This design comes from an exercise in tuning for small area, a short achievable clock period and few clock cycles on the open sky130 flow, not from production work. Function was not checked in any run shown here: the RTL went through the layout flow alone. No activity file was given, so power comes from the tool's default toggle rates.

**design/flow/design.v**
```verilog
package dtts_pkg;
  localparam int NUMBER_BITS_DEF = 31;
  localparam int CHAR_BITS       = 8;
  localparam int TOTAL_BITS      = 43;
  localparam int SECS_PER_HOUR = 3600;
  localparam int SECS_PER_MIN  = 60;
  localparam logic [CHAR_BITS-1:0] CH_TAB   = 8'h09;
  localparam logic [CHAR_BITS-1:0] CH_CR    = 8'h0D;
  localparam logic [CHAR_BITS-1:0] CH_SPACE = 8'h20;
  localparam logic [CHAR_BITS-1:0] CH_ZERO  = 8'h30;
  localparam logic [CHAR_BITS-1:0] CH_NINE  = 8'h39;
  localparam logic [CHAR_BITS-1:0] CH_COLON = 8'h3A;
  localparam logic [CHAR_BITS-1:0] CH_LC_H  = 8'h68;
  localparam logic [CHAR_BITS-1:0] CH_LC_M  = 8'h6D;
  localparam logic [CHAR_BITS-1:0] CH_LC_S  = 8'h73;
  localparam logic [3:0] G_START = 4'd0;
  localparam logic [3:0] G_N1    = 4'd1;
  localparam logic [3:0] G_C1    = 4'd2;
  localparam logic [3:0] G_C1N   = 4'd3;
  localparam logic [3:0] G_C2    = 4'd4;
  localparam logic [3:0] G_C2N   = 4'd5;
  localparam logic [3:0] G_H     = 4'd6;
  localparam logic [3:0] G_HN    = 4'd7;
  localparam logic [3:0] G_HNM   = 4'd8;
  localparam logic [3:0] G_HNMN  = 4'd9;
  localparam logic [3:0] G_M     = 4'd10;
  localparam logic [3:0] G_MN    = 4'd11;
  localparam logic [3:0] G_SEND  = 4'd12;
  localparam logic [3:0] G_ERR   = 4'd13;
  localparam int OP_BITS = 5;
  localparam logic [OP_BITS-1:0] OP_ZERO    = 5'b00000;
  localparam logic [OP_BITS-1:0] OP_T       = 5'b00001;
  localparam logic [OP_BITS-1:0] OP_ACC     = 5'b10000;
  localparam logic [OP_BITS-1:0] OP_ACC60   = 5'b01000;
  localparam logic [OP_BITS-1:0] OP_ACC3600 = 5'b00100;
  localparam logic [OP_BITS-1:0] OP_T_ACC   = 5'b10001;
  localparam logic [OP_BITS-1:0] OP_T_ACC60 = 5'b01001;
  localparam logic [OP_BITS-1:0] OP_T60_ACC = 5'b00010;
  localparam logic [1:0] CL_OTHER = 2'b00;
  localparam logic [1:0] CL_WS    = 2'b01;
  localparam logic [1:0] CL_DIGIT = 2'b10;
  localparam logic [1:0] CL_SEP   = 2'b11;
  localparam logic [1:0] SP_COLON = 2'b10;
  localparam logic [1:0] SP_H     = 2'b00;
  localparam logic [1:0] SP_M     = 2'b01;
  localparam logic [1:0] SP_S     = 2'b11;
endpackage
import dtts_pkg::*;
module dtts_parser #(
  parameter int NUMBER_BITS = NUMBER_BITS_DEF
) (
  input  logic                   clk,
  input  logic                   rst_n,
  input  logic                   step,
  input  logic [1:0]             cls,
  input  logic [3:0]             nib,
  input  logic                   last_char,
  output logic [NUMBER_BITS-1:0] acc,
  output logic                   op_valid,    
  output logic [OP_BITS-1:0]     op,
  output logic                   op_ok
);
  logic [3:0]               state_r, state_nxt;
  logic [NUMBER_BITS-1:0]   acc_r;
  logic                     ovf_r;
  logic                     is_ws, is_digit, is_sep;
  logic                     num_start, num_cont;
  logic [NUMBER_BITS-1:0]   sum;
  logic                     sum_ovf;
  logic [OP_BITS-1:0]       sep_op, end_op;
  logic                     sep_hit, end_ok;
  assign is_ws    = cls == CL_WS;
  assign is_digit = cls == CL_DIGIT;
  assign is_sep   = cls == CL_SEP;
  assign sum      = (acc_r << 3) + (acc_r << 1) + NUMBER_BITS'(nib);
  assign sum_ovf  = (acc_r > NUMBER_BITS'(214748364))
                  || (acc_r == NUMBER_BITS'(214748364) && nib[3]);
  always_comb begin
    num_start = 1'b0;
    num_cont  = 1'b0;
    case (state_r)
      G_START, G_C1, G_C2, G_H, G_HNM, G_M: num_start = 1'b1;
      G_N1, G_C1N, G_C2N, G_HN, G_HNMN, G_MN: num_cont = 1'b1;
      default: ;
    endcase
  end
  always_comb begin
    state_nxt = state_r;
    sep_hit   = 1'b0;
    sep_op    = OP_ZERO;
    if (is_ws) begin
      state_nxt = state_r;
    end else if (is_digit) begin
      case (state_r)
        G_START: state_nxt = G_N1;
        G_C1:    state_nxt = G_C1N;
        G_C2:    state_nxt = G_C2N;
        G_H:     state_nxt = G_HN;
        G_HNM:   state_nxt = G_HNMN;
        G_M:     state_nxt = G_MN;
        G_N1, G_C1N, G_C2N, G_HN, G_HNMN, G_MN: state_nxt = state_r;
        default: state_nxt = G_ERR;
      endcase
    end else if (is_sep) begin
      state_nxt = G_ERR;
      case (state_r)
        G_N1: begin
          sep_hit = 1'b1;
          case (nib[1:0])
            SP_COLON: begin sep_op = OP_ACC;     state_nxt = G_C1;   end
            SP_H:     begin sep_op = OP_ACC3600; state_nxt = G_H;    end
            SP_M:     begin sep_op = OP_ACC60;   state_nxt = G_M;    end
            default:  begin sep_op = OP_ACC;     state_nxt = G_SEND; end
          endcase
        end
        G_C1N: begin
          if (nib[1:0] == SP_COLON) begin
            sep_hit   = 1'b1;
            sep_op    = OP_T60_ACC;
            state_nxt = G_C2;
          end
        end
        G_HN: begin
          if (nib[1:0] == SP_M) begin
            sep_hit   = 1'b1;
            sep_op    = OP_T_ACC60;
            state_nxt = G_HNM;
          end else if (nib[1:0] == SP_S) begin
            sep_hit   = 1'b1;
            sep_op    = OP_T_ACC;
            state_nxt = G_SEND;
          end
        end
        G_HNMN, G_MN: begin
          if (nib[1:0] == SP_S) begin
            sep_hit   = 1'b1;
            sep_op    = OP_T_ACC;
            state_nxt = G_SEND;
          end
        end
        default: state_nxt = G_ERR;
      endcase
    end else begin
      state_nxt = G_ERR;
    end
  end
  always_comb begin
    end_ok = 1'b1;
    end_op = OP_T;
    case (state_nxt)
      G_N1:                    end_op = OP_ACC60;
      G_HN:                    end_op = OP_T_ACC60;
      G_C1N, G_C2N:            end_op = OP_T60_ACC;
      G_HNMN, G_MN:            end_op = OP_T_ACC;
      G_H, G_HNM, G_M, G_SEND: end_op = OP_T;
      default: begin
        end_ok = 1'b0;
        end_op = OP_ZERO;
      end
    endcase
  end
  assign op_valid = last_char || sep_hit;
  assign op_ok    = end_ok;
  assign op       = !last_char ? sep_op : (sep_hit && end_ok) ? sep_op : end_op;
  assign acc      = acc_r;
  always_ff @(posedge clk) begin
    if (!rst_n) begin
      state_r <= G_START;
    end else if (step) begin
      state_r <= last_char ? G_START : state_nxt;
    end
  end
  always_ff @(posedge clk) begin
    if (step && is_digit) begin
      if (num_start) begin
        acc_r <= NUMBER_BITS'(nib);
        ovf_r <= 1'b0;
      end else if (ovf_r || sum_ovf) begin
        acc_r <= '0;
        ovf_r <= 1'b1;
      end else begin
        acc_r <= sum[NUMBER_BITS-1:0];
      end
    end
  end
endmodule
import dtts_pkg::*;
module dtts_total #(
  parameter int NUMBER_BITS = NUMBER_BITS_DEF
) (
  input  logic                   clk,
  input  logic                   en,
  input  logic [OP_BITS-1:0]     op,
  input  logic [NUMBER_BITS-1:0] acc,
  output logic [TOTAL_BITS-1:0]  total
);
  logic                  s_acc1, s_acc60, s_acc3600, s_t60, s_t;
  logic [TOTAL_BITS-1:0] t_r, x, t1, t2, t3, csa_s, csa_c;
  logic                  cin;
  assign {s_acc1, s_acc60, s_acc3600, s_t60, s_t} = op;
  assign x   = TOTAL_BITS'(acc);
  assign t1  = ({TOTAL_BITS{s_acc1}}    & x)
             | ({TOTAL_BITS{s_acc60}}   & (x << 6))
             | ({TOTAL_BITS{s_acc3600}} & (x << 12))
             | ({TOTAL_BITS{s_t60}}     & (t_r << 6));
  assign t2  = ({TOTAL_BITS{s_acc60}}   & ~(x << 2))
             | ({TOTAL_BITS{s_acc3600}} & ~(x << 9))
             | ({TOTAL_BITS{s_t60}}     & ~(t_r << 2));
  assign t3  = ({TOTAL_BITS{s_acc3600}} & (x << 4))
             | ({TOTAL_BITS{s_t}}       & t_r)
             | ({TOTAL_BITS{s_t60}}     & x);
  assign cin = s_acc60 || s_acc3600 || s_t60;
  assign csa_s = t1 ^ t2 ^ t3;
  assign csa_c = (t1 & t2) | (t1 & t3) | (t2 & t3);
  always_ff @(posedge clk) begin
    if (en) t_r <= csa_s + {csa_c[TOTAL_BITS-2:0], cin};
  end
  assign total = t_r;
endmodule
import dtts_pkg::*;
module duration_text_to_seconds_core #(
  parameter int NUMBER_BITS = NUMBER_BITS_DEF
) (
  input  logic                  clk,
  input  logic                  rst_n,
  input  logic                  in_valid,
  output logic                  in_ready,
  input  logic [CHAR_BITS-1:0]  in_char_code,
  input  logic                  in_last_char,
  output logic                  out_valid,
  input  logic                  out_ready,
  output logic [TOTAL_BITS-1:0] out_total_seconds,
  output logic                  out_matched
);
  logic                   a_valid_r;
  logic [1:0]             a_cls_r;
  logic [3:0]             a_nib_r;
  logic                   a_last_r;
  logic                   m_valid_r;
  logic [OP_BITS-1:0]     m_op_r;
  logic                   m_final_r;
  logic                   m_ok_r;
  logic                   o_valid_r;
  logic                   o_matched_r;
  logic                   o_free, m_go, stall, a_go, a_free;
  logic [1:0]             in_cls;
  logic [NUMBER_BITS-1:0] acc;
  logic                   p_op_valid, p_ok;
  logic [OP_BITS-1:0]     p_op;
  assign o_free = !o_valid_r || out_ready;
  assign stall  = m_valid_r && !o_free;
  assign m_go   = m_valid_r && o_free;
  assign a_go   = a_valid_r && !stall;
  assign a_free = !a_valid_r || a_go;
  assign in_ready = a_free;
  always_comb begin
    if (in_char_code == CH_SPACE || (in_char_code >= CH_TAB && in_char_code <= CH_CR))
      in_cls = CL_WS;
    else if (in_char_code >= CH_ZERO && in_char_code <= CH_NINE)
      in_cls = CL_DIGIT;
    else if (in_char_code == CH_COLON || in_char_code == CH_LC_H
             || in_char_code == CH_LC_M || in_char_code == CH_LC_S)
      in_cls = CL_SEP;
    else
      in_cls = CL_OTHER;
  end
  always_ff @(posedge clk) begin
    if (!rst_n) begin
      a_valid_r <= 1'b0;
      m_valid_r <= 1'b0;
      o_valid_r <= 1'b0;
    end else begin
      if (a_free) a_valid_r <= in_valid;
      if (!stall) m_valid_r <= a_go && p_op_valid;
      if (o_free) o_valid_r <= m_go && m_final_r;
    end
  end
  always_ff @(posedge clk) begin
    if (a_free) begin
      a_cls_r  <= in_cls;
      a_nib_r  <= in_char_code[3:0];
      a_last_r <= in_last_char;
    end
  end
  always_ff @(posedge clk) begin
    if (!stall) begin
      m_op_r    <= p_op;
      m_final_r <= a_last_r;
      m_ok_r    <= p_ok;
    end
  end
  always_ff @(posedge clk) begin
    if (m_go && m_final_r) o_matched_r <= m_ok_r;
  end
  dtts_parser #(
    .NUMBER_BITS(NUMBER_BITS)
  ) u_parser (
    .clk      (clk),
    .rst_n    (rst_n),
    .step     (a_go),
    .cls      (a_cls_r),
    .nib      (a_nib_r),
    .last_char(a_last_r),
    .acc      (acc),
    .op_valid (p_op_valid),
    .op       (p_op),
    .op_ok    (p_ok)
  );
  dtts_total #(
    .NUMBER_BITS(NUMBER_BITS)
  ) u_total (
    .clk  (clk),
    .en   (m_go),
    .op   (m_op_r),
    .acc  (acc),
    .total(out_total_seconds)
  );
  assign out_valid   = o_valid_r;
  assign out_matched = o_matched_r;
endmodule
```
**design/flow/run.sh**
```bash
#!/bin/bash
# synth_recipe.tcl (not shown) runs the flow's synth.tcl, then flattens the netlist and writes it again
# the make line also repeats each setting of config.mk as NAME=value (left out here)
make -C /OpenROAD-flow-scripts/flow DESIGN_CONFIG=/design/flow/config.mk WORK_HOME=/design/flow/orfs CLKGATE_MAP_FILE= SYNTH_SCRIPT=/design/flow/synth_recipe.tcl finish
```
**design/flow/config.mk**
```make
export PLATFORM = sky130hd
export DESIGN_NAME = duration_text_to_seconds_core
export DESIGN_NICKNAME = duration_text_to_seconds_core
export VERILOG_FILES = /design/flow/design.v
export SDC_FILE = /design/flow/constraint.sdc
export NUM_CORES = 4
export LEC_CHECK = 0
export CAP_MARGIN = 20
export CORE_MARGIN = 2
export CORE_UTILIZATION = 40
export SLEW_MARGIN = 20
```
**design/flow/constraint.sdc**
```tcl
create_clock -name core_clock -period 5.5 [get_ports {clk}]
set_input_delay 1.1000 -clock core_clock [delete_from_list [all_inputs] [get_ports {clk}]]
set_output_delay 1.1000 -clock core_clock [all_outputs]
set_load 0.01 [all_outputs]
```
==> results of run 1 <==
kinds of logic (layout without fill, tap and decap cells):
group	count (synthesis)	count (layout)	share of synthesized area [%]
AOI/OAI and AO/OA	426	426	27.6
DFF	98	98	26.1
muxes	4	4	0.365
xor gates and xnor gates	60	60	4.79
adders and majority gates	149	149	20.1
buffers and inverters	174	176	6.25
and+or+nand+nor	339	339	14.8
per-layer routing:
metal / GRT usage [%] / vias to the layer above / part of all wire (%)
met5: 0 / - / 0
met1: 31.6 / 4685 / 46
met3: 3.78 / 61 / 7.8
li1: - / 4676 / -
met4: 6.58 / 0 / 2.0
met2: 35.0 / 444 / 45
how the worst min path moves through the flow:
stage,from,endpoint,cells after the start
after detailed placement,m_ok_r,o_matched_r,0
final,m_ok_r,o_matched_r,0
after CTS,m_ok_r,o_matched_r,0
after global routing,m_ok_r,o_matched_r,0
after global placement,m_ok_r,o_matched_r,0
after floorplan,m_ok_r,o_matched_r,0
cells in the final DEF (no fill, tap or decap), drive strengths merged, types with 7 or more instances in the layout:
cell type	count
nand2	122
ha	104
inv	91
edfxtp	90
nor2	75
a21oi	73
clkdlybuf4s50	58
o21ai	57
a22oi	51
a21o	49
fa	45
xnor2	37
a222oi	34
o22ai	26
o21bai	25
xor2	23
nand3	21
nor3	21
o221ai	20
nor2b	17
nand4	14
buf	14
nand2b	13
a31oi	12
clkbuf	12
and2	11
nor4	10
a211oi	9
a21boi	9
o211ai	8
and3	8
dfxtp	8
o31ai	8
o21a	7
or2	7
or3	7
registers in the layout, summed over array words and instances (netlist names):
signal	count
a_nib_r	4
o_matched_r	1
a_last_r	1
u_total.t_r	43
m_final_r	1
u_parser.num_start	1
u_parser.ovf_r	1
u_parser.acc_r	31
m_valid_r	1
u_parser.state_r	4
m_op_r	5
a_valid_r	1
m_ok_r	1
o_valid_r	1
a_cls_r	2
through the flow:
| step | instance area [um^2] | power (uW) | hold WS (ns) | std cells | util [%] |
|---|---|---|---|---|---|
| final | 12100 | 2220 | 0.434 | 1593 | 44.8 |
| after global routing | 12100 | 2330 | 0.441 | 1593 | 44.8 |
| after CTS | 12100 | 2220 | 0.434 | 1593 | 44.8 |
| after detailed placement | 11700 | 1520 | 0.416 | 1577 | 43.6 |
| after global placement | 11700 | 1510 | 0.419 | 1577 | 43.6 |
| after floorplan | 11000 | 1350 | 0.400 | 1250 | - |
area by class of cell:
type                       instances  area [um^2]  area share, %
tap                              341          427           3.54
clock inverter                     4         35.0          0.290
inverter                          88          330           2.74
timing repair buffer              72          698           5.79
multi-input combinational        978         7430           61.6
clock buffer                      12          279           2.31
sequential                        98         2860           23.7
where the power goes:
part / leakage [uW] / internal (uW) / switching [uW]
Clock: 0.000156 / 370 / 337
Combinational: 0.00431 / 251 / 358
Sequential: 0.000928 / 855 / 45.5
worst register-to-register path, cell delays in order, from the launching register on:
cell and delay (ns):
edfxtp_1 0.37, buf_4 0.49, nor3_1 0.23, fa_1 0.57, inv_1 0.04, ha_1 0.20
fa_1 0.43, a21oi_1 0.21, o221ai_2 0.21, a311oi_2 0.45, o41ai_2 0.20, a211oi_1 0.52
o41ai_2 0.15, a221oi_1 0.33, xnor2_1 0.10
==> impl_results.rst, run 1 <==
.. list-table::
   :header-rows: 1

   * - Metric
     - Value
   * - Actual slew at the worst max-slew pin
     - roughly 0.80 ns
   * - DRC marker count from the first detailed-route iteration
     - 1231
   * - Via count
     - 9866
   * - Clock-pin slew on the worst setup and hold paths
     - 0.09 ns
   * - Final HPWL DP
     - around 23000 um
   * - Share of layout cells above drive strength 1
     - around 3.8%
   * - Global route total overflow
     - 0
   * - Biggest area contributors in the synthesized netlist
     - edfxtp_1 25%, ha_1 12%, fa_1 8.2%
   * - Via count of the first global-routing pass
     - 9548
   * - Start point of the critical path
     - m_op_r[2]
   * - Nets in the synthesized netlist
     - roughly 1400
   * - CTS Hold Buffers Added
     - 0
   * - Master of the slowest instance on the critical path
     - fa_1
   * - Die area
     - ~29000 um^2
   * - Worst R2R End
     - u_total.t_r[42]
   * - Count of cells resized by post-cts repair
     - 0
   * - CP Max Fanout
     - 57
   * - Number of nets in the final layout
     - 1409
   * - CP arrival
     - between 4 and 5 ns
   * - Max-cap check violation count
     - 0
   * - Max IR drop VDD
     - about 0.00012 V
   * - Portion of the post-synthesis area used by sequential elements
     - 26.1%
   * - Number of input and output port buffers inserted
     - 58
   * - Critical-path cell list
     - buf_4 -> nor3_1 -> fa_1 -> inv_1 -> ha_1 -> fa_1 -> a21oi_1 -> o221ai_2 -> a311oi_2 -> o41ai_2 -> a211oi_1 -> o41ai_2 -> a221oi_1 -> xnor2_1
   * - Achievable frequency
     - 211 MHz
   * - Flop-to-flop setup slack
     - 0.77 ns
   * - Count of final max-slew check failures
     - 0
   * - Share of the synthesized area in the top cell type
     - between 20% and 30%
   * - Overall routed net length
     - approximately 32000 um
   * - Post-synthesis async set-or-reset flop share
     - 0%
   * - Die X
     - ~170 um
   * - # diodes
     - 0
   * - Initial core utilization
     - approximately 41%
   * - Cells after synthesis
     - ~1300
   * - Post-synthesis cell type with the largest combined area
     - edfxtp_1
   * - Synthesized area per cell
     - between 8 and 9 um^2
   * - Height of the chip
     - around 170 um
   * - Detail-routed net length per standard cell
     - 19.9 um
   * - Setup crit end
     - u_total.t_r[42]
   * - Number of antenna violations at the first check in global routing
     - 0
   * - Distinct cell type count after synthesis
     - 70
   * - Depth of the most critical reg-to-reg path
     - 14
   * - Accumulated negative setup slack
     - 0 ns
   * - Number of nets with antenna violations after detailed routing
     - 0
   * - Per-cell via count in the routed design
     - about 6.2
   * - Max Clock Skew
     - between 0.02 and 0.03 ns
   * - Count of TritonRoute iterations in the first routing pass
     - 9
   * - Worst Setup Path Type
     - flop to flop
   * - Site row count
     - 60
   * - Clock Root Buffer
     - clkbuf_16
   * - Pin count of the biggest net entering global routing
     - 58
   * - Fillers
     - around 2600
   * - Post-route fraction of the period consumed by the critical path
     - between 80% and 90%
   * - Setup-failing EPs final
     - 0
   * - Warning count from the yosys run
     - 3
   * - Leading cell type by number of instances after synthesis
     - nand2_1
   * - Number of synthesized register bits
     - 98
   * - Number of enable flip-flop cells after synthesis
     - 90
   * - Crit path buf inv count
     - 2
   * - Worst reg2reg path startpoint
     - m_op_r[2]
   * - Total clock sinks
     - between 90 and 100
   * - Stages on the worst setup path
     - 14
   * - Final count of hold timing violations
     - 0
   * - Wire length of the first global-routing pass
     - between 50000 and 60000 um
   * - Leak
     - around 0.0054 uW
   * - Nature of the critical path startpoint
     - flop
   * - Hold Path Class
     - flop to flop
   * - Core Footprint
     - 27000 um^2
   * - Leading cell types by count after synthesis
     - 122 x nand2_1, 104 x ha_1, 90 x edfxtp_1, 86 x inv_1, 75 x nor2_1
   * - Cell type group with the largest total delay on the critical path
     - compound AO/OA/AOI/OAI gates
   * - Total clock buffers created by CTS
     - 9
   * - Post-place setup slack
     - 0.834 ns
   * - Max Buffers Root-to-Sink
     - 2
   * - Headroom to the max-slew limit
     - between 40% and 50%
   * - I/O pins
     - ~60
   * - Syn Std Cell Area
     - between 10000 and 15000 um^2
   * - Count of H-tree levels built during CTS
     - 3
   * - Clock latency on the worst-skew pair
     - around 0.38 ns
   * - Crit-path max cell delay
     - about 0.57 ns
   * - Routability congestion estimate
     - 0.890
   * - Post-CTS setup buffers
     - 0
   * - Overall track demand over capacity in global routing
     - roughly 22%
   * - TritonCTS clock tree
     - done
   * - Unrepaired setup endpoints after global routing
     - no
   * - Crit. End Element
     - flop
   * - Status
     - no timing/DRC/antenna violations
   * - Post-route setup slack
     - 0.766 ns
   * - Primary FF master, synth
     - edfxtp_1
   * - Area Overhead vs Synth
     - 9.97%
   * - Required time worst endpoint
     - around 5.6 ns
   * - Power density normalized to cell area
     - 184 nW/um^2
   * - Post-layout min period
     - about 4.7 ns
   * - Post-route DRC
     - 0
==> run 2, diff against run 1 <==
--- a/design/flow/design.v
+++ b/design/flow/design.v
@@ -189,7 +189,6 @@
   parameter int NUMBER_BITS = NUMBER_BITS_DEF
 ) (
   input  logic                   clk,
-  input  logic                   en,
   input  logic [OP_BITS-1:0]     op,
   input  logic [NUMBER_BITS-1:0] acc,
   output logic [TOTAL_BITS-1:0]  total
@@ -213,7 +212,7 @@
   assign csa_s = t1 ^ t2 ^ t3;
   assign csa_c = (t1 & t2) | (t1 & t3) | (t2 & t3);
   always_ff @(posedge clk) begin
-    if (en) t_r <= csa_s + {csa_c[TOTAL_BITS-2:0], cin};
+    t_r <= csa_s + {csa_c[TOTAL_BITS-2:0], cin};
   end
   assign total = t_r;
 endmodule
@@ -236,23 +235,24 @@
   logic [1:0]             a_cls_r;
   logic [3:0]             a_nib_r;
   logic                   a_last_r;
-  logic                   m_valid_r;
-  logic [OP_BITS-1:0]     m_op_r;
+  logic                   m_valid_r;    
+  logic [OP_BITS-1:0]     m_op_r;       
   logic                   m_final_r;
-  logic                   m_ok_r;
+  logic [OP_BITS-1:0]     sel_r;        
   logic                   o_valid_r;
   logic                   o_matched_r;
-  logic                   o_free, m_go, stall, a_go, a_free;
+  logic                   stall, step, a_free, m_go;
+  logic                   m_valid_nxt, o_valid_nxt;
+  logic [OP_BITS-1:0]     m_op_nxt;
   logic [1:0]             in_cls;
   logic [NUMBER_BITS-1:0] acc;
   logic                   p_op_valid, p_ok;
   logic [OP_BITS-1:0]     p_op;
-  assign o_free = !o_valid_r || out_ready;
-  assign stall  = m_valid_r && !o_free;
-  assign m_go   = m_valid_r && o_free;
-  assign a_go   = a_valid_r && !stall;
-  assign a_free = !a_valid_r || a_go;
+  assign stall    = m_valid_r && o_valid_r;
+  assign step     = a_valid_r && !stall;
+  assign a_free   = !a_valid_r || !stall;
   assign in_ready = a_free;
+  assign m_go     = m_valid_r && !o_valid_r;
   always_comb begin
     if (in_char_code == CH_SPACE || (in_char_code >= CH_TAB && in_char_code <= CH_CR))
       in_cls = CL_WS;
@@ -264,15 +264,20 @@
     else
       in_cls = CL_OTHER;
   end
+  assign m_valid_nxt = stall || (step && p_op_valid);
+  assign m_op_nxt    = stall ? m_op_r : (step && p_op_valid) ? p_op : OP_T;
+  assign o_valid_nxt = o_valid_r ? !out_ready : (m_go && m_final_r);
   always_ff @(posedge clk) begin
     if (!rst_n) begin
       a_valid_r <= 1'b0;
       m_valid_r <= 1'b0;
       o_valid_r <= 1'b0;
+      sel_r     <= OP_T;
     end else begin
       if (a_free) a_valid_r <= in_valid;
-      if (!stall) m_valid_r <= a_go && p_op_valid;
-      if (o_free) o_valid_r <= m_go && m_final_r;
+      m_valid_r <= m_valid_nxt;
+      o_valid_r <= o_valid_nxt;
+      sel_r     <= (m_valid_nxt && !o_valid_nxt) ? m_op_nxt : OP_T;
     end
   end
   always_ff @(posedge clk) begin
@@ -284,20 +289,19 @@
   end
   always_ff @(posedge clk) begin
     if (!stall) begin
-      m_op_r    <= p_op;
+      m_op_r    <= m_op_nxt;
       m_final_r <= a_last_r;
-      m_ok_r    <= p_ok;
     end
   end
   always_ff @(posedge clk) begin
-    if (m_go && m_final_r) o_matched_r <= m_ok_r;
+    if (m_go && m_final_r) o_matched_r <= m_op_r != OP_ZERO;
   end
   dtts_parser #(
     .NUMBER_BITS(NUMBER_BITS)
   ) u_parser (
     .clk      (clk),
     .rst_n    (rst_n),
-    .step     (a_go),
+    .step     (step),
     .cls      (a_cls_r),
     .nib      (a_nib_r),
     .last_char(a_last_r),
@@ -310,8 +314,7 @@
     .NUMBER_BITS(NUMBER_BITS)
   ) u_total (
     .clk  (clk),
-    .en   (m_go),
-    .op   (m_op_r),
+    .op   (sel_r),
     .acc  (acc),
     .total(out_total_seconds)
   );
==> run 2 against run 1 <==
Clock power fell by 5.1%; cell count down 2.1%; sequential share of layout area fell by 1.8 points; maximum frequency is essentially flat; area after synthesis fell by 5.2%; synthesized cell count fell by 1.6%; via count down 3.9%; register-to-register slack about the same; setup slack is essentially flat; largest cell class unchanged.
==> impl_results.rst, run 2 <==
.. list-table::
   :header-rows: 1

   * - Metric
     - Value
   * - Number of antenna violations at the first check in global routing
     - 1
   * - Via count
     - about 9500
   * - Footprint of the multi-input gates
     - around 7300 um^2
   * - Initial core utilization
     - roughly two fifths
   * - CP Max Fanout
     - 31
   * - Count of final max-slew check failures
     - 0
   * - Count of TritonRoute iterations in the first routing pass
     - 9
   * - Commonest non-fill, non-tap cells in the layout
     - 122 x nand2_1, 103 x ha_1, 81 x inv_1
   * - Core Footprint
     - between 20000 and 30000 um^2
   * - Number of nets with antenna violations after detailed routing
     - 0
   * - Wire length of the first global-routing pass
     - between 40000 and 50000 um
   * - Accumulated negative setup slack
     - 0 ns
   * - Post-synthesis cell type with the largest combined area
     - edfxtp_1
   * - Leading cell type by number of instances after synthesis
     - nand2_1
   * - Final count of hold timing violations
     - 0
   * - Number of enable flip-flop cells after synthesis
     - 46
   * - Achievable frequency
     - roughly 210 MHz
   * - Pin count of the biggest net entering global routing
     - 67
   * - Clock-pin slew on the worst setup and hold paths
     - about 0.090 ns
   * - Post-synthesis async set-or-reset flop share
     - 0%
   * - Primary FF master, synth
     - dfxtp_1
   * - Total clock sinks
     - between 100 and 150
   * - Number of nets in the final layout
     - roughly 1400
   * - Distinct cell type count after synthesis
     - 71
   * - Max Buffers Root-to-Sink
     - 2
   * - Worst Setup Path Type
     - flop to flop
   * - Clock latency on the worst-skew pair
     - 0.37 ns
   * - Biggest area contributors in the synthesized netlist
     - edfxtp_1 13%, ha_1 12%, dfxtp_1 11%
   * - Share of the synthesized area in the top cell type
     - between 10% and 20%
   * - Area taken by flip-flops and latches
     - 2500 um^2
   * - Post-route DRC
     - 0
   * - Routability congestion estimate
     - around 0.94
   * - Leading cell type in the layout, fill and taps excluded
     - nand2_1
   * - Height of the chip
     - between 150 and 200 um
   * - Max-cap check violation count
     - 0
   * - Max IR drop VDD
     - 0.000144 V
   * - Count of cells resized by post-cts repair
     - 0
   * - Number of synthesized register bits
     - between 100 and 150
   * - Registers with the most flip-flops
     - u_total.t_r (43), u_parser.acc_r (31)
   * - Syn Std Cell Area
     - 10400 um^2
   * - Per-cell via count in the routed design
     - 6.08
   * - Cells after synthesis
     - roughly 1200
   * - Master of the slowest instance on the critical path
     - dfxtp_1
   * - I/O pins
     - 59
   * - CTS Hold Buffers Added
     - 0
   * - Post-layout min period
     - ~4.7 ns
   * - Clock Root Buffer
     - clkbuf_16
   * - Post-CTS setup buffers
     - 0
   * - Post-layout instance count excluding filler cells
     - ~1600
   * - Required time worst endpoint
     - 5.79 ns
   * - Final HPWL DP
     - between 20000 and 25000 um
   * - Die X
     - between 150 and 200 um
   * - Unrepaired setup endpoints after global routing
     - no
   * - Synthesized area per cell
     - 8.45 um^2
   * - TritonCTS clock tree
     - done
   * - Warning count from the yosys run
     - 3
   * - Detail-routed net length per standard cell
     - 18.9 um
   * - Die area
     - 27300 um^2
   * - Nets in the synthesized netlist
     - between 1000 and 1500
   * - Overall routed net length
     - about 29000 um
   * - Actual slew at the worst max-slew pin
     - 1.15 ns
   * - Site row count
     - 58
   * - Overall track demand over capacity in global routing
     - between 20% and 30%
   * - Global route total overflow
     - 0
   * - Largest reg by FF count
     - u_total.t_r
   * - Power density normalized to cell area
     - 197 nW/um^2
   * - Via count of the first global-routing pass
     - roughly 9000
   * - Count of H-tree levels built during CTS
     - 3
   * - Crit-path max cell delay
     - roughly 1.1 ns
   * - Nature of the critical path startpoint
     - flop
   * - Max Clock Skew
     - 0.0121 ns
   * - Headroom to the max-slew limit
     - 23.5%
   * - Area Overhead vs Synth
     - 9.97%
   * - Setup-failing EPs final
     - 0
   * - Cell Count Post-Placement
     - 1542
   * - CP arrival
     - 5.03 ns
   * - Critical-path cell list
     - and2_1 -> fa_1 -> ha_1 -> fa_1 -> a211oi_1 -> o2111ai_1 -> a211oi_1 -> a21oi_2 -> o22ai_1 -> o21ai_0 -> a21boi_0 -> xnor2_1
   * - Portion of the post-synthesis area used by sequential elements
     - 24.1%
   * - Total clock buffers created by CTS
     - 9
   * - DRC marker count from the first detailed-route iteration
     - between 1000 and 1500
   * - Flop-to-flop setup slack
     - roughly 0.77 ns
   * - Leading cell types by count after synthesis
     - 122 x nand2_1, 103 x ha_1, 81 x inv_1, 77 x a21oi_1, 74 x nor2_1
   * - Post-route setup slack
     - ~0.77 ns
   * - Status
     - no timing/DRC/antenna violations
   * - Post-route fraction of the period consumed by the critical path
     - 86.1%
   * - Share of layout cells above drive strength 1
     - ~3.4%
   * - Post-place setup slack
     - around 0.88 ns
   * - Fillers
     - ~2500
   * - Leak
     - 0.00515 uW
   * - Crit. End Element
     - flop
   * - Hold Path Class
     - flop to flop
   * - Number of input and output port buffers inserted
     - between 50 and 60
   * - Max FFs per register
     - 43
run 2: cell types whose count changed in the layout (fill, tap and decap cells not counted), sizes merged, moves of 5 or more:
cell | before | now
nor2b | 17 | 22
o21ai | 57 | 64
dfxtp | 8 | 56
a211oi | 9 | 15
edfxtp | 90 | 46
a21boi | 9 | 3
a21oi | 73 | 78
a21o | 49 | 34
a221oi | 6 | 1
inv | 91 | 86
nand2b | 13 | 7
buf | 14 | 7
run 2: report_power, final:
part	switching [uW]	total, uW	internal [uW]	leakage [uW]
clock network	349	672	323	0.000147
logic	299	589	291	0.00410
registers	132	993	861	0.000901
total	780	2250	1470	0.00515
run 2: critical path: cells and delay by family (launching register included):
family | cells | cell delay, ns
XOR/XNOR | 1 | 0.14
AND/OR/NAND/NOR | 1 | 0.27
flip-flops | 1 | 1.08
AO/OA/AOI/OAI | 7 | 2.05
adder cells (fa/ha/maj) | 3 | 1.10
run 2: final cells by class:
cell class                      instances  share of cell area (%)
Sequential cell                       102                    21.9
Inverter                               84                    2.76
Multi-Input combinational cell        961                    63.5
Antenna cell                            1                  0.0219
Tap cell                              330                    3.61
Clock inverter                          7                   0.668
Clock buffer                            9                    1.97
Timing Repair Buffer                   65                    5.54
run 2: path summary, 6_finish.rpt:
path	from	endpoint	cells past startpoint
setup / recovery	sel_r[4]	u_total.t_r[36]	12
hold reg to reg	m_op_r[4]	o_matched_r	2
hold / removal	m_op_r[4]	o_matched_r	2
setup reg to reg	sel_r[4]	u_total.t_r[36]	12
run 2: stage by stage:
| stage | hold slack (ns) | cell area, um^2 | utilization [%] | total power [uW] |
|---|---|---|---|---|
| after floorplan | 0.499 | 10400 | - | 1320 |
| after global placement | 0.547 | 11100 | 43.9 | 1590 |
| after detailed placement | 0.532 | 11100 | 43.9 | 1590 |
| after CTS | 0.572 | 11400 | 45.1 | 2270 |
| after global routing | 0.619 | 11400 | 45.1 | 2370 |
| final | 0.569 | 11400 | 45.1 | 2250 |
run 2: cells by family after synthesis:
group           Yosys count  synth area share [%]
compound gates          419                  28.3
simple gates            326                  14.7
buf+inv                 167                  6.10
fa+ha+maj               148                  21.1
flops                   102                  24.1
xor+xnor                 63                  5.31
mux                       5                 0.482
run 2: metal layers:
metal	global-route usage [%]	wire length [um]	part of all wire (%)
met2	34.1	13000	44
met3	3.75	2350	8.0
met1	32.1	13700	46
met5	0	0	0
met4	5.77	474	1.6
==> run 3, diff against run 2 <==
--- a/design/flow/config.mk
+++ b/design/flow/config.mk
@@ -7,5 +7,5 @@
 export LEC_CHECK = 0
 export CAP_MARGIN = 20
 export CORE_MARGIN = 2
-export CORE_UTILIZATION = 40
+export CORE_UTILIZATION = 60
 export SLEW_MARGIN = 20
==> run 3 against run 2 <==
Cell count down 6.5%; largest power group unchanged; critical endpoint is now u_total.t_r[35]; first-iteration DRC count down 8.7%; clock-buffer cell count unchanged; worst hold slack about the same; via count up 0.96%; die area down 33%; setup slack worse by 0.21 ns; highest routed layer unchanged; sequential share of layout area up 0.24 points; sequential power about the same; synthesized cell count unchanged; maximum frequency down 4.2%.
==> impl_results.rst, run 3 <==
.. list-table::
   :header-rows: 1

   * - Metric
     - Value
   * - Status
     - no timing/DRC/antenna violations
   * - Number of input and output port buffers inserted
     - 58
   * - Syn Std Cell Area
     - around 10000 um^2
   * - Share of the synthesized area in compound gates (AO/OA/AOI/OAI)
     - between 20 and 30%
   * - Count of final max-slew check failures
     - 0
   * - Unrepaired setup endpoints after global routing
     - no
   * - Post-layout min period
     - between 4 and 5 ns
   * - Number of synthesized register bits
     - 102
   * - Pin count of the biggest net entering global routing
     - 32
   * - Accumulated negative setup slack
     - 0 ns
   * - Per-cell via count in the routed design
     - ~6.6
   * - Area taken by flip-flops and latches
     - around 2500 um^2
   * - Height of the chip
     - roughly 140 um
   * - Total clock sinks
     - slightly above 100
   * - CP Max Fanout
     - 25
   * - Number of enable flip-flop cells after synthesis
     - 46
   * - Count of cells resized by post-cts repair
     - 0
   * - Die X
     - 136 um
   * - Total clock buffers created by CTS
     - 9
   * - Clock latency on the worst-skew pair
     - between 0.3 and 0.4 ns
   * - Power Total
     - 2220 uW
   * - Fillers
     - roughly 1500
   * - Cells after synthesis
     - around 1200
   * - Adder-cell share of the synthesized area
     - 21.1%
   * - Power density normalized to cell area
     - approximately 200 nW/um^2
   * - CP arrival
     - around 5.2 ns
   * - Leak
     - just over 0.005 uW
   * - Global route total overflow
     - 0
   * - Overall routed net length
     - between 20000 and 30000 um
   * - Final HPWL DP
     - roughly 22000 um
   * - Final count of hold timing violations
     - 0
   * - Overall track demand over capacity in global routing
     - 31.9%
   * - Footprint of the multi-input gates
     - just over 7000 um^2
   * - # diodes
     - 0
   * - Primary FF master, synth
     - dfxtp_1
   * - Detail-routed net length per standard cell
     - around 20 um
   * - Count of TritonRoute iterations in the first routing pass
     - 12
   * - Synthesized area per cell
     - 8.45 um^2
   * - Post-route fraction of the period consumed by the critical path
     - between 80% and 90%
   * - Registers with the most flip-flops
     - u_total.t_r (43), u_parser.acc_r (31)
   * - Die area
     - between 15000 and 20000 um^2
   * - Routability congestion estimate
     - slightly below 1
   * - Critical-path cell list
     - clkinv_1 -> o22ai_1 -> o21bai_1 -> fa_1 -> ha_1 -> nand4_1 -> a2111oi_0 -> o21ai_1 -> a2111oi_2 -> o221ai_2 -> o21ai_2 -> a31oi_1 -> xnor2_1
   * - Max Clock Skew
     - between 0.015 and 0.02 ns
   * - Max-cap check violation count
     - 0
   * - Number of nets with antenna violations after detailed routing
     - 0
   * - Post-synthesis cell type with the largest combined area
     - edfxtp_1
   * - Headroom to the max-slew limit
     - about 33%
   * - Master of the slowest instance on the critical path
     - clkinv_1
   * - Required time worst endpoint
     - around 5.8 ns
   * - Share of the synthesized area in the top cell type
     - about an eighth
   * - Area Overhead vs Synth
     - 8.78%
   * - Nature of the critical path startpoint
     - flop
   * - Achievable frequency
     - 202 MHz
   * - Site row count
     - 48
   * - Distinct cell type count after synthesis
     - 71
   * - Max Buffers Root-to-Sink
     - 2
   * - Post-route worst hold slack
     - approximately 0.57 ns
   * - Via count of the first global-routing pass
     - around 9000
   * - CTS Hold Buffers Added
     - 0
   * - TritonCTS clock tree
     - done
   * - Worst Setup Path Type
     - flop to flop
   * - Clock Root Buffer
     - clkbuf_16
   * - Warning count from the yosys run
     - 3
   * - I/O pins
     - between 50 and 60
   * - Max IR drop VDD
     - 0.000291 V
   * - Actual slew at the worst max-slew pin
     - 0.996 ns
   * - Via count
     - 9575
   * - Post-Synth Simple-Gate Area
     - 14.7%
   * - Max FFs per register
     - 43
   * - DRC marker count from the first detailed-route iteration
     - 1151
   * - Number of antenna violations at the first check in global routing
     - 0
   * - Biggest area contributors in the synthesized netlist
     - edfxtp_1 13%, ha_1 12%, dfxtp_1 11%
   * - Largest reg by FF count
     - u_total.t_r
   * - Mux cell area share after synthesis
     - 0.482%
   * - Post-layout util
     - ~66%
   * - Number of nets in the final layout
     - between 1000 and 1500
   * - Core Footprint
     - 17100 um^2
   * - Main combinational cell family by area after synthesis
     - compound AO/OA/AOI/OAI gates
   * - Post-synthesis async set-or-reset flop share
     - 0%
   * - Setup-failing EPs final
     - 0
   * - Xor and xnor fraction of the mapped netlist area
     - ~5.3%
   * - Leading cell type in the layout, fill and taps excluded
     - nand2_1
   * - Initial core utilization
     - between 60% and 70%
   * - Clock-pin slew on the worst setup and hold paths
     - around 0.08 ns
   * - Leading cell types by count after synthesis
     - 122 x nand2_1, 103 x ha_1, 81 x inv_1, 77 x a21oi_1, 74 x nor2_1
   * - Commonest non-fill, non-tap cells in the layout
     - 122 x nand2_1, 103 x ha_1, 81 x inv_1
   * - Crit-path max cell delay
     - between 0.6 and 0.7 ns
   * - Post-route DRC
     - 0
   * - Share of layout cells above drive strength 1
     - under 10%
   * - Portion of the post-synthesis area used by sequential elements
     - between 20% and 30%
   * - Crit. End Element
     - flop
   * - Leading cell type by number of instances after synthesis
     - nand2_1
   * - Wire length of the first global-routing pass
     - between 40000 and 50000 um
   * - Nets in the synthesized netlist
     - approximately 1400
   * - Post-CTS setup buffers
     - 0
   * - Count of H-tree levels built during CTS
     - 3
   * - Hold Path Class
     - flop to flop
## run 3: cell count changes in the layout (fill, tap and decap cells not counted)
cell,delta
buf_4,+4
clkinv_2,+2
clkinv_4,-1
clkinv_8,-2
clkinvlp_4,+2
diode_2,-1
inv_6,-3
inv_8,+2
## run 3: report_power, final
part	switching (uW)	internal [uW]
Sequential	130	861
Combinational	302	290
Clock	323	314
Total	754	1470
## run 3: layer usage
metal	vias up	part of all wire (%)	routed length [um]	GRT usage, %
li1	4553	-	-	-
met1	4462	43	12700	45.2
met2	504	44	12800	49.0
met3	56	10	3020	7.22
met4	0	2.2	650	8.97
met5	-	0	0	0
## run 3: worst max-delay path: cells and delay by family, from the launching register on
| kind | cells | cell delay (ns) |
|---|---|---|
| AOI/OAI and AO/OA | 8 | 2.31 |
| DFF | 1 | 0.62 |
| and+or+nand+nor | 1 | 0.18 |
| adders and majority gates | 2 | 0.88 |
| xor gates and xnor gates | 1 | 0.14 |
| buffers and inverters | 1 | 0.69 |
## run 3: stage by stage
stage / setup slack [ns] / std cells / area (um^2)
3_3_place_gp: 0.859 / 1441 / 11000
5_1_grt: 0.407 / 1457 / 11300
4_1_cts: 0.752 / 1457 / 11300
2_1_floorplan: 1.65 / 1230 / 10400
6_report: 0.557 / 1457 / 11300
3_5_place_dp: 0.745 / 1441 / 11000
## run 3: cell families (layout without fill, tap and decap cells)
group / Yosys count / in the layout
compound gates: 419 / 419
simple gates: 326 / 326
buf+inv: 167 / 169
fa+ha+maj: 148 / 148
flops: 102 / 102
xor+xnor: 63 / 63
mux: 5 / 5
## run 3: final timing paths
kind,start,endpoint,slack [ns],depth (start not counted)
min reg2reg,m_op_r[4],o_matched_r,0.57,2
min,m_op_r[4],o_matched_r,0.57,2
max reg2reg,sel_r[2],u_total.t_r[35],0.56,13
max,sel_r[2],u_total.t_r[35],0.56,13
## run 3: area by class of cell
type	instances	area share, %
Clock buffer	9	1.99
Clock inverter	7	0.498
Inverter	84	2.79
Multi-Input combinational cell	961	64.2
Sequential cell	102	22.2
Tap cell	225	2.49
Timing Repair Buffer	69	5.87
==> run 4, diff against run 3 <==
--- a/design/flow/design.v
+++ b/design/flow/design.v
@@ -52,14 +52,27 @@
   input  logic                   clk,
   input  logic                   rst_n,
   input  logic                   step,
-  input  logic [1:0]             cls,
-  input  logic [3:0]             nib,
+  input  logic [CHAR_BITS-1:0]   char_code,
   input  logic                   last_char,
   output logic [NUMBER_BITS-1:0] acc,
   output logic                   op_valid,    
   output logic [OP_BITS-1:0]     op,
   output logic                   op_ok
 );
+  logic [1:0]               cls;
+  logic [3:0]               nib;
+  always_comb begin
+    if (char_code == CH_SPACE || (char_code >= CH_TAB && char_code <= CH_CR))
+      cls = CL_WS;
+    else if (char_code >= CH_ZERO && char_code <= CH_NINE)
+      cls = CL_DIGIT;
+    else if (char_code == CH_COLON || char_code == CH_LC_H
+             || char_code == CH_LC_M || char_code == CH_LC_S)
+      cls = CL_SEP;
+    else
+      cls = CL_OTHER;
+  end
+  assign nib = char_code[3:0];
   logic [3:0]               state_r, state_nxt;
   logic [NUMBER_BITS-1:0]   acc_r;
   logic                     ovf_r;
@@ -231,66 +244,35 @@
   output logic [TOTAL_BITS-1:0] out_total_seconds,
   output logic                  out_matched
 );
-  logic                   a_valid_r;
-  logic [1:0]             a_cls_r;
-  logic [3:0]             a_nib_r;
-  logic                   a_last_r;
   logic                   m_valid_r;    
   logic [OP_BITS-1:0]     m_op_r;       
   logic                   m_final_r;
-  logic [OP_BITS-1:0]     sel_r;        
   logic                   o_valid_r;
   logic                   o_matched_r;
-  logic                   stall, step, a_free, m_go;
-  logic                   m_valid_nxt, o_valid_nxt;
-  logic [OP_BITS-1:0]     m_op_nxt;
-  logic [1:0]             in_cls;
+  logic                   stall, step, m_go;
+  logic [OP_BITS-1:0]     op_now;
   logic [NUMBER_BITS-1:0] acc;
   logic                   p_op_valid, p_ok;
   logic [OP_BITS-1:0]     p_op;
   assign stall    = m_valid_r && o_valid_r;
-  assign step     = a_valid_r && !stall;
-  assign a_free   = !a_valid_r || !stall;
-  assign in_ready = a_free;
+  assign in_ready = !stall;
+  assign step     = in_valid && !stall;
   assign m_go     = m_valid_r && !o_valid_r;
-  always_comb begin
-    if (in_char_code == CH_SPACE || (in_char_code >= CH_TAB && in_char_code <= CH_CR))
-      in_cls = CL_WS;
-    else if (in_char_code >= CH_ZERO && in_char_code <= CH_NINE)
-      in_cls = CL_DIGIT;
-    else if (in_char_code == CH_COLON || in_char_code == CH_LC_H
-             || in_char_code == CH_LC_M || in_char_code == CH_LC_S)
-      in_cls = CL_SEP;
-    else
-      in_cls = CL_OTHER;
-  end
-  assign m_valid_nxt = stall || (step && p_op_valid);
-  assign m_op_nxt    = stall ? m_op_r : (step && p_op_valid) ? p_op : OP_T;
-  assign o_valid_nxt = o_valid_r ? !out_ready : (m_go && m_final_r);
+  assign op_now   = o_valid_r ? OP_T : m_op_r;
   always_ff @(posedge clk) begin
     if (!rst_n) begin
-      a_valid_r <= 1'b0;
       m_valid_r <= 1'b0;
       o_valid_r <= 1'b0;
-      sel_r     <= OP_T;
     end else begin
-      if (a_free) a_valid_r <= in_valid;
-      m_valid_r <= m_valid_nxt;
-      o_valid_r <= o_valid_nxt;
-      sel_r     <= (m_valid_nxt && !o_valid_nxt) ? m_op_nxt : OP_T;
-    end
-  end
-  always_ff @(posedge clk) begin
-    if (a_free) begin
-      a_cls_r  <= in_cls;
-      a_nib_r  <= in_char_code[3:0];
-      a_last_r <= in_last_char;
+      if (!stall) m_valid_r <= step && p_op_valid;
+      if (o_valid_r) o_valid_r <= !out_ready;
+      else           o_valid_r <= m_go && m_final_r;
     end
   end
   always_ff @(posedge clk) begin
     if (!stall) begin
-      m_op_r    <= m_op_nxt;
-      m_final_r <= a_last_r;
+      m_op_r    <= (step && p_op_valid) ? p_op : OP_T;
+      m_final_r <= in_last_char;
     end
   end
   always_ff @(posedge clk) begin
@@ -302,9 +284,8 @@
     .clk      (clk),
     .rst_n    (rst_n),
     .step     (step),
-    .cls      (a_cls_r),
-    .nib      (a_nib_r),
-    .last_char(a_last_r),
+    .char_code(in_char_code),
+    .last_char(in_last_char),
     .acc      (acc),
     .op_valid (p_op_valid),
     .op       (p_op),
@@ -314,7 +295,7 @@
     .NUMBER_BITS(NUMBER_BITS)
   ) u_total (
     .clk  (clk),
-    .op   (sel_r),
+    .op   (op_now),
     .acc  (acc),
     .total(out_total_seconds)
   );
--- a/design/flow/config.mk
+++ b/design/flow/config.mk
@@ -7,5 +7,5 @@
 export LEC_CHECK = 0
 export CAP_MARGIN = 20
 export CORE_MARGIN = 2
-export CORE_UTILIZATION = 60
+export CORE_UTILIZATION = 40
 export SLEW_MARGIN = 20
==> run 4 against run 3 <==
Non-clock buffer count up 6; maximum frequency up 0.55%; critical path depth up 1; clock power up 16%; combinational power up 68%; sequential share of layout area down 3.0 points; sequential cell count down 13; highest routed layer unchanged.
==> impl_results.rst, run 4 <==
.. list-table::
   :header-rows: 1

   * - Metric
     - Value
   * - Biggest area contributors in the synthesized netlist
     - ha_1 13%, edfxtp_1 12%, dfxtp_1 9.8%
   * - Flop-to-flop setup slack
     - 0.58 ns
   * - Headroom to the max-slew limit
     - 43.1%
   * - Accumulated negative setup slack
     - 0 ns
   * - Combinational cell fraction of total power
     - a little over a third
   * - Worst R2R End
     - u_total.t_r[40]
   * - Setup-failing EPs final
     - 0
   * - Die area
     - roughly 27000 um^2
   * - Nets in the synthesized netlist
     - 1397
   * - Via count of the first global-routing pass
     - 9409
   * - Crit-path max cell delay
     - between 0.7 and 0.8 ns
   * - DRC marker count from the first detailed-route iteration
     - between 1000 and 1500
   * - Switching power
     - about 1000 uW
   * - Pin count of the biggest net entering global routing
     - 43
   * - Distinct cell type count after synthesis
     - 74
   * - Nature of the critical path startpoint
     - flop
   * - Clock Root Buffer
     - clkbuf_16
   * - Core Footprint
     - ~25000 um^2
   * - TritonCTS clock tree
     - done
   * - Commonest non-fill, non-tap cells in the layout
     - 121 x nand2_1, 103 x ha_1, 80 x nor2_1, 80 x a21oi_1, 78 x o21ai_0
   * - Worst reg2reg path startpoint
     - o_valid_r
   * - Fillers
     - between 2000 and 3000
   * - CP arrival
     - 5.18 ns
   * - Initial core utilization
     - 40.5%
   * - Sw frac
     - 36.6%
   * - Largest reg by FF count
     - u_total.t_r
   * - Leak
     - about 0.0051 uW
   * - Number of antenna violations at the first check in global routing
     - 1
   * - Number of nets in the final layout
     - 1396
   * - Worst hold start
     - m_op_r[4]
   * - Leading cell types by count after synthesis
     - 121 x nand2_1, 103 x ha_1, 80 x a21oi_1, 80 x nor2_1, 78 x o21ai_0
   * - Clock latency on the worst-skew pair
     - approximately 0.36 ns
   * - Primary FF master, synth
     - dfxtp_1
   * - Status
     - no timing/DRC/antenna violations
   * - Leading cell type in the layout, fill and taps excluded
     - nand2_1
   * - Wire length of the first global-routing pass
     - around 50000 um
   * - Clock-pin slew on the worst setup and hold paths
     - 0.07 ns
   * - Clock Power Share
     - a little over a quarter
   * - Number of synthesized register bits
     - 89
   * - I/O pins
     - 59
   * - Max Buffers Root-to-Sink
     - 2
   * - Height of the chip
     - ~160 um
   * - Total clock sinks
     - between 80 and 90
   * - Cells after synthesis
     - ~1200
   * - Site row count
     - 58
   * - Number of input and output port buffers inserted
     - between 50 and 60
   * - Post-CTS setup buffers
     - 0
   * - Unrepaired setup endpoints after global routing
     - no
   * - Cell area after placement
     - between 10000 and 15000 um^2
   * - Registers with the most flip-flops
     - u_total.t_r (43), u_parser.acc_r (31), m_op_r (5)
   * - Count of H-tree levels built during CTS
     - 3
   * - Max FFs per register
     - 43
   * - Count of TritonRoute iterations in the first routing pass
     - 7
   * - Detail-routed net length per standard cell
     - a little over 20 um
   * - Final HPWL DP
     - approximately 23000 um
   * - Share of layout cells above drive strength 1
     - under 10%
   * - Footprint of the multi-input gates
     - 7480 um^2
   * - Achievable frequency
     - around 200 MHz
   * - Depth of the most critical reg-to-reg path
     - 14
   * - Number of enable flip-flop cells after synthesis
     - 39
   * - Fraction of power consumed by sequential logic
     - roughly 37%
   * - Hold Path Class
     - flop to flop
   * - Area taken by flip-flops and latches
     - 2170 um^2
   * - CP Max Fanout
     - 37
   * - Max Clock Skew
     - approximately 0.011 ns
   * - Worst Hold Endpoint
     - o_matched_r
   * - Post-layout min period
     - between 4 and 5 ns
   * - Total clock buffers created by CTS
     - 9
   * - Post-route DRC
     - 0
   * - Worst Setup Path Type
     - flop to flop
   * - Post-synthesis cell type with the largest combined area
     - ha_1
   * - Crit. End Element
     - flop
   * - Max IR drop VDD
     - around 0.00014 V
   * - Count of cells resized by post-cts repair
     - 0
   * - Actual slew at the worst max-slew pin
     - 0.832 ns
   * - Syn Std Cell Area
     - ~10000 um^2
   * - Post-route fraction of the period consumed by the critical path
     - between 80% and 90%
   * - Max-cap check violation count
     - 0
   * - Post-synthesis async set-or-reset flop share
     - 0%
   * - Overall routed net length
     - roughly 32000 um
   * - Die X
     - between 150 and 200 um
   * - Post-layout util
     - approximately 45%
   * - Synthesized area per cell
     - between 8 and 9 um^2
   * - Share of the synthesized area in the top cell type
     - roughly 13%
   * - Overall track demand over capacity in global routing
     - between 20% and 30%
   * - Post-place setup slack
     - slightly below 0.6 ns
   * - Global route total overflow
     - 0
   * - Worst hold path stage count
     - 2
   * - Critical-path cell list
     - or2_2 -> a22oi_1 -> fa_1 -> inv_1 -> ha_1 -> fa_1 -> a211oi_1 -> o211ai_1 -> nand4_1 -> a311oi_1 -> o211ai_1 -> a21o_1 -> a211o_1 -> o311ai_0
   * - Summed area of non-filler cells in the final layout
     - 11400 um^2
   * - Count of final max-slew check failures
     - 0
   * - Portion of the post-synthesis area used by sequential elements
     - 21.4%
   * - Routability congestion estimate
     - between 0.9 and 1
   * - Power density normalized to cell area
     - 240 nW/um^2
   * - Leading cell type by number of instances after synthesis
     - nand2_1
   * - Via count
     - 9728
   * - Area Overhead vs Synth
     - 11.6%
   * - Final count of hold timing violations
     - 0
   * - Warning count from the yosys run
     - 3
   * - Post-route setup slack
     - about 0.58 ns
   * - CTS Hold Buffers Added
     - 0
   * - Required time worst endpoint
     - ~5.8 ns
   * - Number of nets with antenna violations after detailed routing
     - 0
   * - Cell Int Power
     - between 1500 and 2000 uW
   * - Master of the slowest instance on the critical path
     - or2_2
   * - Per-cell via count in the routed design
     - 6.19
## run 4: cell count changes after synthesis, sizes merged, moves of 14 or more
cell	before	now
inv	82	56
a222oi	32	14
o22a	0	20
o21ai	64	80
nand2b	7	21
o22ai	26	8
## run 4: power groups by stage
stage,sequential (uW),clock [uW],combinational (uW)
final,996,738,992
after global routing,1010,772,1100
after CTS,992,751,988
after detailed placement,1010,0,982
after global placement,1010,0,974
after floorplan,962,0,562
## run 4: logic make-up (layout without fill, tap and decap cells)
family          after synthesis  count (layout)  synth area share, %
fa+ha+maj                   149             149                 21.6
simple gates                370             370                 17.7
other cells                   0               1                    0
mux                           2               2                0.197
compound gates              425             425                 28.8
xor+xnor                     58              58                 4.99
buf+inv                     143             147                 5.30
flops                        89              89                 21.4
## run 4: critical path: cells and delay by family (launching register included)
kind,cells,cell delay (ns)
AO/OA/AOI/OAI,8,2.24
adder cells (fa/ha/maj),3,0.92
buffers and inverters,1,0.06
flip-flops,1,0.61
AND/OR/NAND/NOR,2,0.97
## run 4: metrics by stage
stage / hold WS (ns) / power [uW] / instances
2_1_floorplan: 0.491 / 1520 / 1236
3_3_place_gp: 0.529 / 1990 / 1554
3_5_place_dp: 0.534 / 1990 / 1554
4_1_cts: 0.554 / 2730 / 1570
5_1_grt: 0.583 / 2870 / 1571
6_report: 0.546 / 2730 / 1571
## run 4: worst max path at each step
stage,end,start,depth (start not counted),slack (ns)
2_1_floorplan,u_total.t_r[36],o_valid_r,16,1.42
3_3_place_gp,u_total.t_r[40],o_valid_r,14,0.73
3_5_place_dp,u_total.t_r[40],o_valid_r,14,0.59
4_1_cts,u_total.t_r[40],o_valid_r,14,0.59
5_1_grt,u_total.t_r[39],o_valid_r,13,0.21
6_report,u_total.t_r[40],o_valid_r,14,0.58
## run 4: area by class of cell
cell class              instances  area share (%)
diodes                          1          0.0220
clock buffers                  11            2.05
clock inverters                 5           0.926
inverters                      56            1.85
multi-input cells            1004            65.9
flip-flops and latches         89            19.1
well taps                     330            3.64
repair buffers                 75            6.46
## run 4: metal layers
metal | GRT usage (%) | vias to the layer above | wire length [um]
met5 | 0 | - | 0
met4 | 8.93 | 0 | 960
met3 | 5.54 | 80 | 2570
met2 | 37.9 | 450 | 14500
met1 | 31.5 | 4608 | 13700
li1 | - | 4590 | -

-- what the ideal ports hide --
Ports are ideal in the flow. The routed layouts listed here were re-timed in OpenROAD. Step 1 (the two cells are an assumption about what drives the block):
set clk [get_ports {clk}]
set_driving_cell -lib_cell sky130_fd_sc_hd__clkbuf_16 $clk
set_driving_cell -lib_cell sky130_fd_sc_hd__buf_2 [delete_from_list [all_inputs] $clk]
Step 2 moves the port delays by t, midway between the first and last clock arrival at a register: inputs arrive t later, outputs are due t later. That takes back most of the time a late clock gives input paths. a / b / c = ideal / step 1 / step 2; a / b = the first two.
run | t (ns) | setup slack, ns | hold WS [ns] | latest minus earliest clock arrival (ns) | worst register clock-pin slew, ns
run 1 | 0.417 | 0.766 / 0.766 / 0.766 | 0.434 / 0.434 / 0.434 | 0.026 / 0.026 | 0.09 / 0.09
run 2 | 0.409 | 0.765 / 0.765 / 0.765 | 0.569 / 0.569 / 0.569 | 0.012 / 0.013 | 0.09 / 0.09
run 3 | 0.407 | 0.557 / 0.557 / 0.557 | 0.568 / 0.568 / 0.568 | 0.017 / 0.017 | 0.08 / 0.08
run 4 | 0.402 | 0.585 / 0.585 / 0.585 | 0.546 / 0.546 / 0.546 | 0.011 / 0.011 | 0.07 / 0.07
After both steps every run listed still meets setup and hold.
